This design comes from an exercise in tuning for small area, a short achievable clock period and few clock cycles per item on the open sky130 flow, not from production work.
The RTL was checked by simulation tests, not by an equivalence proof against the original design.

// ex_muldiv
module ex_muldiv
(
    input  logic            clk,
    input  logic            rst,
    input  logic [4:0]      ALUop_i,
    input  logic            signed_i,
    input  logic [ex_muldiv_pkg::XLEN-1:0] oprand1_i,
    input  logic [ex_muldiv_pkg::XLEN-1:0] oprand2_i,
    input  logic            flush_i,
    output logic            pauseRequest_o,
    output logic            valid_o,
    output logic [1:0]      writeHILO_o,
    output logic [ex_muldiv_pkg::XLEN-1:0] HI_o,
    output logic [ex_muldiv_pkg::XLEN-1:0] LO_o
);
For scale: roughly 3300 cells after synthesis, roughly 140 I/O pins, ~26000 sq um of cells after synthesis.
==> flow/config.mk <==
export PLATFORM = sky130hd
export DESIGN_NAME = ex_muldiv
export DESIGN_NICKNAME = ex_muldiv
export VERILOG_FILES = /design/flow/design.v
export SDC_FILE = /design/flow/constraint.sdc
export NUM_CORES = 4
export LEC_CHECK = 0
export CAP_MARGIN = 20
export CORE_MARGIN = 2
export CORE_UTILIZATION = 40
export SETUP_SLACK_MARGIN = 5
export SLEW_MARGIN = 20
==> flow/constraint.sdc <==
create_clock -name core_clock -period 12.0 [get_ports {clk}]
set_input_delay 2.4000 -clock core_clock [delete_from_list [all_inputs] [get_ports {clk}]]
set_output_delay 2.4000 -clock core_clock [all_outputs]
set_load 0.01 [all_outputs]
run.sh (not shown) runs the stock make flow with config.mk's settings and CLKGATE_MAP_FILE= SYNTH_SCRIPT=/design/flow/synth_recipe.tcl, a recipe that flattens the netlist after the stock synthesis.
Testbench counts at the start, summed over its fixed seeds: cycles 14,207, ops 3,200.
Edit:
==> flow/flow/run.sh (new file) <==
#!/bin/bash
set -euo pipefail
bash standard.sh BUFFER_PORTS_ARGS="-buffer_cell sky130_fd_sc_hd__buf_1" SETUP_SLACK_MARGIN=5.5 finish > standard_flow.log 2>&1
==> flow/standard.sh (new file) <==
#!/bin/bash
# synth_recipe.tcl (not shown) runs the flow's synth.tcl, then flattens the netlist and writes it again
# the make line also repeats each setting of config.mk as NAME=value (left out here)
make -C /OpenROAD-flow-scripts/flow DESIGN_CONFIG=/design/flow/config.mk WORK_HOME=/design/flow/orfs CLKGATE_MAP_FILE= SYNTH_SCRIPT=/design/flow/synth_recipe.tcl "${@:-finish}"
Settings changed: SETUP_SLACK_MARGIN 5 to default.
removed: flow/run.sh
Global-route usage rises by 0.37 points.
Setup slack improves by 410 ps.
Cell area falls by 2.1%.
Sequential cell count is unchanged.
First-iteration DRC count drops by about 8%.
Via count stays flat.
Area after synthesis does not change.
Edit:
==> flow/flow/run.sh (replaced) <==
#!/bin/bash
set -euo pipefail
bash standard.sh BUFFER_PORTS_ARGS="-buffer_cell sky130_fd_sc_hd__buf_1" SETUP_SLACK_MARGIN=7 finish > standard_flow.log 2>&1
- synthesized cell count is unchanged
- via count rose by 7.3%
- core utilization rose by 7.2 points
- hold slack is about the same
- cell area rose by 17%

========
== v16 ==
ex_muldiv, a different RTL version from the one above (not shown whole).
For scale: ~140 flip-flops, about 140 I/O pins, ~25,000 um2 of cells after synthesis.
Design ex_muldiv, start of the top module:
module ex_muldiv
(
    input  logic            clk,
    input  logic            rst,
    input  logic [4:0]      ALUop_i,
    input  logic            signed_i,
    input  logic [ex_muldiv_pkg::XLEN-1:0] oprand1_i,
    input  logic [ex_muldiv_pkg::XLEN-1:0] oprand2_i,
    input  logic            flush_i,
    output logic            pauseRequest_o,
    output logic            valid_o,
    output logic [1:0]      writeHILO_o,
    output logic [ex_muldiv_pkg::XLEN-1:0] HI_o,
    output logic [ex_muldiv_pkg::XLEN-1:0] LO_o
);
clock: 12.0 ns
lec_check: 0
abc_area: 1
cap_margin: 20
core_margin: 2
core_utilization: 40
slew_margin: 20
standard.sh (not shown) runs the stock make flow with config.mk's settings and CLKGATE_MAP_FILE= SYNTH_SCRIPT=/design/flow/synth_recipe.tcl, a recipe that flattens the netlist after the stock synthesis.
==> flow/flow/run.sh <==
#!/bin/bash
set -euo pipefail
bash standard.sh BUFFER_PORTS_ARGS="-buffer_cell sky130_fd_sc_hd__buf_1" SETUP_SLACK_MARGIN=6 finish > standard_flow.log 2>&1
Testbench counts of v16, summed over its fixed seeds: cycles 14,207, ops 3,200.
[inputs] v42 vs v16
- clearing ABC_AREA, which used to be 1
==> flow/flow/run.sh <==
#!/bin/bash
set -euo pipefail
bash standard.sh BUFFER_PORTS_ARGS="-buffer_cell sky130_fd_sc_hd__buf_1" SETUP_SLACK_MARGIN=6.5 finish > standard_flow.log 2>&1
==> results.txt <==
In v42 relative to v16, number of DRC markers after the initial detailed-route iteration had gone up by a few percent.
For the count of non-CTS buffers in the layout, v42 came in about 75% higher than v16 did.
Multiplexer share of the synthesized area was lower in the run labelled v16.
Logic depth of the worst setup path including buffers ends up lower on v16.
Of v42 and v16, v42 shows the lower routed wire length, with v16 above it.
The maximum clock frequency of v42 is higher than that of v16.
In the reports for v42 and v16, the smaller time the worst path needs with I/O delays and setup belongs to v42.
Modified inputs, v34 compared to v42
==> flow/flow/run.sh <==
#!/bin/bash
set -euo pipefail
bash standard.sh BUFFER_PORTS_ARGS="-buffer_cell sky130_fd_sc_hd__buf_1" SETUP_SLACK_MARGIN=5.75 finish > standard_flow.log 2>&1
Findings:
- Of v34 and v42, the higher post-synthesis to final-layout area growth belongs to v42.
- Max freq v42 -> v34: degraded
- A highest layer used for signal routing of met4 is what v42 shows, while met5 belongs to v34.
- v34 vs. v42: fraction of area in clock buffers and inverters ~0 delta.
- Compared with v42, in v34 via count decreased 1,385; final critical-path share of the clock period increased 1.1 points.
Changes in v1 relative to v34:
- putting ABC_AREA at 1 where nothing was set
- swapping 40 for 35 in CORE_UTILIZATION
==> flow/flow/run.sh <==
#!/bin/bash
set -euo pipefail
bash standard.sh BUFFER_PORTS_ARGS="-buffer_cell sky130_fd_sc_hd__buf_1" SETUP_SLACK_MARGIN=6 finish > standard_flow.log 2>&1
Notes after the runs:
- Status | v1 and v34 | clean
- Looking only at final area, and setting everything else aside, the higher value of v1 and v34 goes to v1.
- v1: number of cell instances on the worst register-to-register path is 8 lower than what v34 reported.
- On clock-buffer cell count: between v1 and v34, it ends up higher for v1.
- Re cell depth of the worst setup path: v34 was higher than v1.
- Post-synthesis net count: v1 higher than v34
- Comparing v34 against v1, there is no change at all in max-slew violation count.
- Summary of v1 over v34: period utilization level, fill cell total of the finished layout rose by about 22%.
- Compare v1 and v34 | core utilization lower: v1

========
ex_muldiv with an RTL version that a note above also has.
Size in the first run: about 3300 cells after synthesis, roughly 140 I/O pins, about 26000 um2 of cells after synthesis.
export LEC_CHECK = 0
export CAP_MARGIN = 20
export CORE_MARGIN = 2
export CORE_UTILIZATION = 40
export SLEW_MARGIN = 20
create_clock -name core_clock -period 12.0 [get_ports {clk}]
==> flow/flow/run.sh <==
#!/bin/bash
set -euo pipefail
bash standard.sh BUFFER_PORTS_ARGS="-buffer_cell sky130_fd_sc_hd__buf_1" SETUP_SLACK_MARGIN=6 finish > standard_flow.log 2>&1
Testbench counts at the start, summed over its fixed seeds: cycles 14,207, ops 3,200.
==> next run, changes <==
==> flow/flow/run.sh (replaced) <==
#!/bin/bash
set -euo pipefail
bash standard.sh BUFFER_PORTS_ARGS="-buffer_cell sky130_fd_sc_hd__buf_1" SETUP_SLACK_MARGIN=6.5 finish > standard_flow.log 2>&1
The changed run passed the timing, DRC and antenna checks.
Count of clock-buffer cells in the layout rose by 5.
Fmax rose by 1.1%.
Clock skew barely changes.
Sequential share of layout area fell by 0.48 points.
Setup slack improves by 0.067 ns.
Die area does not change.
Global-route usage rose by 0.46 points.
Via count rose by 3.0%.
Synthesized cell count stays the same.

## what the ideal ports hide
How much do the figures lean on ideal ports? The routed layouts below were timed once more, with nothing changed but the port constraints.
Step 1, drivers: a clkbuf_16 drives clk and a buf_2 each remaining input, both assumed.
Step 2, shift: input delay + t, output delay - t, t = (earliest + latest rising clock arrival at the registers) / 2. This alone moves slack from input paths to output paths.
Slacks: ideal / step 1 / step 2; pairs: ideal / step 1.
run	shift t [ns]	setup WS [ns]	latest minus earliest clock arrival (ns)	worst slew at a driven data input, ns
the first run of note 1	0.545	5.206 / 5.223 / 4.687	0.017 / 0.018	0.05
the second run of note 1	0.558	5.615 / 5.647 / 5.089	0.025 / 0.024	0.05
the third run of note 1	0.546	5.967 / 5.967 / 5.967	0.018 / 0.019	0.06
v16	0.571	6.002 / 5.937 / 5.765	0.017 / 0.017	0.05
v42	0.551	6.037 / 6.037 / 5.969	0.016 / 0.016	0.06
v34	0.548	5.899 / 5.899 / 5.435	0.023 / 0.023	0.07
v1	0.571	5.914 / 5.850 / 5.766	0.015 / 0.015	0.06
the first run of note 3	0.555	5.946 / 5.946 / 5.665	0.016 / 0.016	0.05
the second run of note 3	0.546	6.013 / 6.013 / 6.013	0.014 / 0.014	0.05
After both steps every run listed still meets setup and hold. For the second run of note 1, which loses most, drivers alone change the setup slack by +0.032 ns; drivers and shift together by -0.526 ns.
